From an optimization exercise on the open Yosys and OpenROAD flow, aimed at small area; shortcuts taken in it are not production practice.
Function was checked by simulation only, so behaviour that the tests miss may differ from the original.
Power and IR drop assume default switching activity.

Setup of lane 1:
==> module ctl_engine, before the edit <==
module ctl_engine (
    input  logic        clk,
    input  logic        rst,
    input  logic        i_cmd_valid,
    input  logic [20:0] i_entry,
    input  logic        i_resp_afull,
    output logic        o_cmd_pop,
    output logic        o_resp_wr,       
    output logic [20:0] o_resp,
    output logic        o_resp_pend      
);
    logic [63:0] uptime;
    logic        noop;
    logic        upt;
    logic [15:0] upt_half;
    logic [64:0] carry;
    always_comb begin
        carry[0] = 1'b1;
        for (int i = 0; i < 64; i++)
            carry[i+1] = carry[i] & uptime[i];
    end
    always_ff @(posedge clk) begin
        for (int i = 0; i < 64; i++)
            uptime[i] <= ~rst & (uptime[i] ^ carry[i]);
    end
    assign noop = ~i_entry[20] & ~i_entry[19] & i_entry[18];
    assign upt  = ~i_entry[20] &  i_entry[19];
    assign upt_half = uptime[i_entry[18:17]*16 +: 16];
    assign o_cmd_pop = i_cmd_valid & ~i_resp_afull;
    assign o_resp_wr = o_cmd_pop & ~noop;
    assign o_resp    = {i_entry[20:16], upt ? upt_half : i_entry[15:0]};
    always_ff @(posedge clk) begin
        if (rst)
            o_resp_pend <= 1'b0;
        else
            o_resp_pend <= o_resp_wr;
    end
endmodule
Settings: LEC_CHECK=0, CAP_MARGIN=20, CORE_MARGIN=2, CORE_UTILIZATION=40, CTS_BUF_LIST=sky130_fd_sc_hd__clkbuf_8, CTS_CLUSTER_DIAMETER=50, CTS_CLUSTER_SIZE=20, SLEW_MARGIN=20; clock period 5.5 ns.
standard.sh (not shown) runs the stock make flow with config.mk's settings and CLKGATE_MAP_FILE= SYNTH_SCRIPT=/design/flow/synth_recipe.tcl, a recipe that flattens the netlist after the stock synthesis.
==> flow/flow/run.sh <==
#!/bin/bash
# Standard synthesis, then its combinational logic re-mapped by ABC for area (registers untouched),
# then the standard layout from that netlist.
set -euo pipefail
HERE=$PWD
PLAT=$FLOW_HOME/platforms/$FLOW_PLATFORM
LIB=$PLAT/lib/sky130_fd_sc_hd__tt_025C_1v80.lib
YOSYS=$(command -v yosys || echo $FLOW_HOME/../tools/install/yosys/bin/yosys)
RES=$HERE/orfs/results/$FLOW_PLATFORM/com_fifo_top/base

bash standard.sh synth > $HERE/log_1_standard_synth.log 2>&1
cp $RES/1_2_yosys.v $HERE/synth_standard.v
mkdir -p $HERE/std_synth_logs
cp -r $HERE/orfs/logs $HERE/orfs/reports $HERE/std_synth_logs/ 2>/dev/null || true

DU=$(sed -n '/DONT_USE_CELLS/,/^$/p' $PLAT/config.mk | grep -oE "sky130_fd_sc_hd__\w+" | sed 's/^/-dont_use /' | tr '\n' ' ')
sed -e "s#{LIB}#$LIB#g" -e "s#{IN}#$HERE/synth_standard.v#" -e "s#{OUT}#$HERE/synth_remap.v#" \
    -e "s#{TOP}#$FLOW_TOP#" -e "s#{DONT_USE}#$DU#" $HERE/flow/remap.ys > $HERE/remap_run.ys
$YOSYS -q -l $HERE/log_2_remap.log $HERE/remap_run.ys > /dev/null 2>&1

rm -rf $HERE/orfs
bash standard.sh SYNTH_NETLIST_FILES=$HERE/synth_remap.v "BUFFER_PORTS_ARGS=-buffer_cell sky130_fd_sc_hd__buf_1" finish > $HERE/log_3_layout.log 2>&1
==> flow/flow/remap.ys <==
# Re-map the combinational logic of the standard synthesis netlist; registers are kept as they are
read_liberty -ignore_miss_func {LIB}
blackbox sky130_fd_sc_hd__df* sky130_fd_sc_hd__edf* sky130_fd_sc_hd__sdf* sky130_fd_sc_hd__sedf* sky130_fd_sc_hd__dl* sky130_fd_sc_hd__sdl* sky130_fd_sc_hd__conb*
read_verilog {IN}
hierarchy -top {TOP}
flatten
opt -purge
abc -liberty {LIB} {DONT_USE}
opt_clean -purge
hilomap -singleton -hicell sky130_fd_sc_hd__conb_1 HI -locell sky130_fd_sc_hd__conb_1 LO
stat -liberty {LIB}
write_verilog -noattr -nohex -nodec {OUT}
#### Input delta (lane 2 over lane 1)
-- flow/design.v --
<<< lane 1, line 113
    logic        upt;
    logic [15:0] upt_half;
    logic [64:0] carry;
    always_comb begin
        carry[0] = 1'b1;
        for (int i = 0; i < 64; i++)
            carry[i+1] = carry[i] & uptime[i];
    end
    always_ff @(posedge clk) begin
        for (int i = 0; i < 64; i++)
            uptime[i] <= ~rst & (uptime[i] ^ carry[i]);
    end
    assign noop = ~i_entry[20] & ~i_entry[19] & i_entry[18];
>>> lane 2, line 113
    logic        upt;
    logic [15:0] upt_half;
    always_ff @(posedge clk) begin
        if (rst)
            uptime <= '0;
        else
            uptime <= uptime + 64'd1;
    end
    assign noop = ~i_entry[20] & ~i_entry[19] & i_entry[18];
Results
Lane 2: done, clean on timing, DRC and antenna
There was hardly any difference in die outline width between lane 2 and lane 1.
Comparing lane 1 and lane 2, sum of buffers and inverters on the critical path is lower on lane 1.
Across both runs, number of clock buffers in the layout was higher for lane 2 than for lane 1.
Share of total power in the clock network, lane 1 and lane 2, lower one = lane 2.
[compare] base=lane 1 new=lane 2: worst-path maximum fanout rose by 82, tapcell count stayed essentially flat.
The share of the final layout cell area in multi-input gates number comes out lower for lane 1 vs lane 2.
Between lane 1 and lane 2, the share of the core filled with cells in the final layout does not differ in any meaningful way.
Going from lane 1 to lane 2, the vias after detailed routing was found to have gone up by about 1%.

[what the ideal ports hide]
The flow's constraints put no driver on any port. The routed layouts listed below were extracted and timed again, unchanged, in two steps.
Step 1: set_driving_cell puts a clkbuf_16 on clk and a buf_2 on each other input, an assumption about the parent block.
Step 2 times the ports against the registers' clock, not the clock port: input delays grow and output delays shrink by t, the midpoint of the rising clock arrivals with the driver on.
a / b / c = ideal ports / drivers / drivers and shift; a / b = the first two.
run | shift t [ns] | setup WS [ns] | hold WS [ns]
lane 1 | 0.885 | 0.293 / 0.293 / 0.293 | 0.403 / 0.360 / 0.409
lane 2 | 0.912 | 1.390 / 1.390 / 1.377 | 0.413 / 0.356 / 0.437
After both steps every run listed still meets setup and hold. For lane 2, which loses most, drivers alone change the setup slack by 0.000 ns; drivers and shift together by -0.013 ns.
